This is an optimization exercise on Yosys and OpenROAD, whose aim is small area and a short achievable clock period, not a production implementation.
RTL that was checked went through simulation tests only; none was proved equivalent to the original.
Power and IR drop assume default switching activity.

==> flow/design.v (excerpt) <==
module fetch_dispatch_queue #(
    parameter int ADDRESS_WIDTH = 10,
    parameter int DATA_WIDTH    = 32,
    parameter int IPC           = 4,
    parameter int DEPTH         = 16,
    parameter int PTR_WIDTH     = 4,
    parameter int OPCODE_WIDTH  = 7
) (
    input  logic                      clk,
    input  logic                      rst,
    input  logic [IPC*DATA_WIDTH-1:0] FET_bundle,
    input  logic [IPC-1:0]            FET_validMask,
    input  logic [ADDRESS_WIDTH-1:0]  FET_pc,
    input  logic                      FET_bundleValid,
    output logic                      FET_ready,
    output logic [DATA_WIDTH-1:0]     DEC_data,
    output logic [ADDRESS_WIDTH-1:0]  DEC_pc,
    output logic                      DEC_dataValid,
    input  logic                      DEC_ready,
    input  logic                      flush,
    output logic [PTR_WIDTH:0]        count
    ,output logic [15:0]              rtype_count
);
    localparam int CNT_W = PTR_WIDTH + 1;
    localparam int LW    = $clog2(IPC);
    localparam int AW    = ADDRESS_WIDTH;
    localparam int DW    = DATA_WIDTH;
    function automatic logic [PTR_WIDTH-1:0] ptr_add(input logic [PTR_WIDTH-1:0] a, input int k);
        ptr_add = '0;
        for (int v = 0; v < (1 << PTR_WIDTH); v++) begin
            if (a == PTR_WIDTH'(v)) ptr_add = PTR_WIDTH'(v + k);
        end
    endfunction
    function automatic logic [CNT_W-1:0] cnt_add(input logic [CNT_W-1:0] a, input int k);
        cnt_add = '0;
        for (int v = 0; v < (1 << CNT_W); v++) begin
            if (a == CNT_W'(v)) cnt_add = CNT_W'(v + k);
        end
    endfunction
    function automatic logic [15:0] inc16(input logic [15:0] a);
        logic c;
  ...
Size in the first run: about 2800 cells after synthesis, ~750 flip-flops.
export LEC_CHECK = 0
export CAP_MARGIN = 20
export CORE_MARGIN = 2
export CORE_UTILIZATION = 50
export SETUP_SLACK_MARGIN = 2.0
export SLEW_MARGIN = 20
create_clock -name core_clock -period 4.5 [get_ports {clk}]
standard.sh (not shown) runs the stock make flow with config.mk's settings and CLKGATE_MAP_FILE= SYNTH_SCRIPT=/design/flow/synth_recipe.tcl, a recipe that flattens the netlist after the stock synthesis.
==> flow/flow/run.sh <==
#!/bin/bash
# Standard layout, but with plain buffers (not delay cells) on the ports.
set -o pipefail
cp standard.sh standard.sh.txt 2>/dev/null
export BUFFER_PORTS_ARGS="-buffer_cell sky130_fd_sc_hd__buf_2"
bash standard.sh > standard.log 2>&1
==> next run, changes <==
--- a/flow/design.v
+++ b/flow/design.v
@@ -13,50 +13,56 @@
     input  logic [ADDRESS_WIDTH-1:0]  FET_pc,
     input  logic                      FET_bundleValid,
     output logic                      FET_ready,
     output logic [DATA_WIDTH-1:0]     DEC_data,
     output logic [ADDRESS_WIDTH-1:0]  DEC_pc,
     output logic                      DEC_dataValid,
     input  logic                      DEC_ready,
     input  logic                      flush,
     output logic [PTR_WIDTH:0]        count
     ,output logic [15:0]              rtype_count
 );
     localparam int CNT_W = PTR_WIDTH + 1;
-    localparam int LW    = $clog2(IPC);
+    function automatic int f_log2_ceil(input int v);
+        f_log2_ceil = 0;
+        for (int r = 0; r < 31; r++) begin
+            if ((1 << r) < v) f_log2_ceil = r + 1;
+        end
+    endfunction
+    localparam int LW    = f_log2_ceil(IPC);
     localparam int AW    = ADDRESS_WIDTH;
     localparam int DW    = DATA_WIDTH;
     function automatic logic [PTR_WIDTH-1:0] ptr_add(input logic [PTR_WIDTH-1:0] a, input int k);
         ptr_add = '0;
         for (int v = 0; v < (1 << PTR_WIDTH); v++) begin
             if (a == PTR_WIDTH'(v)) ptr_add = PTR_WIDTH'(v + k);
         end
     endfunction
     function automatic logic [CNT_W-1:0] cnt_add(input logic [CNT_W-1:0] a, input int k);
         cnt_add = '0;
         for (int v = 0; v < (1 << CNT_W); v++) begin
             if (a == CNT_W'(v)) cnt_add = CNT_W'(v + k);
         end
     endfunction
     function automatic logic [15:0] inc16(input logic [15:0] a);
         logic c;
         for (int i = 0; i < 16; i++) begin
             c = 1'b1;
             for (int k = i - 1; k >= 0; k--) c = c & a[k];
             inc16[i] = a[i] ^ c;
         end
     endfunction
     logic [DW-1:0] mem_data [DEPTH];
     logic [AW-1:0] mem_pc   [DEPTH];
-    logic [PTR_WIDTH-1:0] head_nx;    
+    logic [DEPTH-1:0]     head_nx;    
     logic [PTR_WIDTH-1:0] tail;
     logic                 push;
     logic                 pop;
     assign push          = FET_bundleValid && FET_ready && !flush;
     assign pop           = DEC_dataValid && DEC_ready && !flush;
     function automatic logic [IPC-1:0] f_nge(input logic [IPC-1:0] mask);
         int cnt;
         f_nge = '0;
         for (int mv = 0; mv < (1 << IPC); mv++) begin
             cnt = 0;
             for (int i = 0; i < IPC; i++) cnt = cnt + ((mv >> i) & 1);
             if (mask == IPC'(mv)) begin
@@ -146,75 +152,76 @@
     logic ready_push;
     logic ready_push_pop;
     logic ready_nx;
     logic valid_nx;
     assign ready_push     = nge[3] ? f_ready(count, 4) : nge[2] ? f_ready(count, 3) : nge[1] ? f_ready(count, 2) :
                             nge[0] ? f_ready(count, 1) : FET_ready;
     assign ready_push_pop = nge[3] ? f_ready(count, 3) : nge[2] ? f_ready(count, 2) : nge[1] ? f_ready(count, 1) :
                             nge[0] ? FET_ready : f_ready(count, -1);
     assign ready_nx = push ? (pop ? ready_push_pop : ready_push) : (pop ? f_ready(count, -1) : FET_ready);
     assign valid_nx = (push && nge[0]) || (pop ? count != CNT_W'(1) : DEC_dataValid);
     always_ff @(posedge clk or negedge rst) begin
         if (!rst) begin
-            head_nx       <= PTR_WIDTH'(1);
+            head_nx       <= DEPTH'(2);
             tail          <= '0;
             count         <= '0;
             FET_ready     <= 1'b1;
             DEC_dataValid <= 1'b0;
         end else if (flush) begin
-            head_nx       <= PTR_WIDTH'(1);
+            head_nx       <= DEPTH'(2);
             tail          <= '0;
             count         <= '0;
             FET_ready     <= 1'b1;
             DEC_dataValid <= 1'b0;
         end else begin
             FET_ready     <= ready_nx;
             DEC_dataValid <= valid_nx;
             if (push) begin
                 tail <= tail_nx;
             end
             if (pop) begin
-                head_nx <= ptr_add(head_nx, 1);
+                head_nx <= {head_nx[DEPTH-2:0], head_nx[DEPTH-1]};
             end
             count <= count_nx;
         end
     end
     logic [IPC-1:0] first_oh;
-    logic [DW-1:0]  first_data;
-    logic [AW-1:0]  first_pc;
     assign first_oh[0] = FET_validMask[0];
     for (genvar i = 1; i < IPC; i++) begin : g_first
         assign first_oh[i] = FET_validMask[i] && FET_validMask[i-1:0] == '0;
-    end
-    always_comb begin
-        first_data = '0;
-        first_pc   = '0;
-        for (int i = 0; i < IPC; i++) begin
-            first_data = first_data | ({DW{first_oh[i]}} & FET_bundle[i*DW +: DW]);
-            first_pc   = first_pc   | ({AW{first_oh[i]}} & slot_pc[i]);
-        end
     end
     logic [DW-1:0] out_data;
     logic [AW-1:0] out_pc;
     logic          take_next;
     logic          take_new;
     assign take_next = pop && count != CNT_W'(1);
     assign take_new  = count == '0 || (pop && count == CNT_W'(1));
+    logic [DW-1:0] out_data_nx;
+    logic [AW-1:0] out_pc_nx;
+    always_comb begin
+        out_data_nx = '0;
+        out_pc_nx   = '0;
+        for (int i = 0; i < IPC; i++) begin
+            out_data_nx = out_data_nx | ({DW{take_new && first_oh[i]}} & FET_bundle[i*DW +: DW]);
+            out_pc_nx   = out_pc_nx   | ({AW{take_new && first_oh[i]}} & slot_pc[i]);
+        end
+        for (int j = 0; j < DEPTH; j++) begin
+            out_data_nx = out_data_nx | ({DW{take_next && head_nx[j]}} & mem_data[j]);
+            out_pc_nx   = out_pc_nx   | ({AW{take_next && head_nx[j]}} & mem_pc[j]);
+        end
+    end
     always_ff @(posedge clk) begin
-        if (take_new) begin
-            out_data <= first_data;
-            out_pc   <= first_pc;
-        end else if (take_next) begin
-            out_data <= mem_data[head_nx];
-            out_pc   <= mem_pc[head_nx];
+        if (take_new || take_next) begin
+            out_data <= out_data_nx;
+            out_pc   <= out_pc_nx;
         end
     end
     assign DEC_data = out_data;
     assign DEC_pc   = out_pc;
     localparam logic [OPCODE_WIDTH-1:0] RTYPE_OPCODE = OPCODE_WIDTH'(7'b0110011);
     always_ff @(posedge clk or negedge rst) begin
         if (!rst) begin
             rtype_count <= '0;
         end else if (pop && DEC_data[OPCODE_WIDTH-1:0] == RTYPE_OPCODE) begin
             rtype_count <= inc16(rtype_count);
         end
     end
Outcome: Core utilization came out lower by 3.6 points. Non-clock buffer count shrinks by 165. Worst setup slack gets better by 120 ps. Final cell count drops by roughly a tenth. Die area goes down by a few percent. Critical path depth grows by 1. Synthesized cell count falls by a few percent. Global-route usage fell by 5.1 points. Sequential share of layout area increases by 5.1 points. Sequential power climbs by a few percent. Routed wire length came out lower by about a fifth. Area after synthesis is lower by a few percent. Via count fell by roughly a tenth.
No functional check of the RTL was part of the first run of this note.

[what the ideal ports hide]
The flow's constraints put no driver on any port. The routed layouts listed below were extracted and timed again, unchanged, in two steps. Step 1 sets driving cells, clkbuf_16 on the clock port and buf_2 on the other inputs (assumed; they add their load-dependent delay and slew). Step 2 adds t to the input delays and takes it off the output delays; t is the mean of the earliest and latest rising clock arrival at the registers after step 1. Input paths then give back, and output paths get back, about the clock's delay inside the block. a / b / c = ideal / step 1 / step 2; a / b = the first two.
run | shift t [ns] | slack for setup (ns) | hold WS [ns] | worst data-port slew with drivers (ns) | cell pins on the clock port's net
the first run | 0.724 | 1.829 / 1.829 / 1.251 | 0.314 / 0.269 / 0.479 | 0.08 | 1
the second run | 0.713 | 1.950 / 1.978 / 1.265 | 0.236 / 0.194 / 0.482 | 0.13 | 1
After both steps every run listed still meets setup and hold. The setup slack of the second run, which loses most, moves by +0.028 ns with the drivers and by -0.685 ns with both steps.
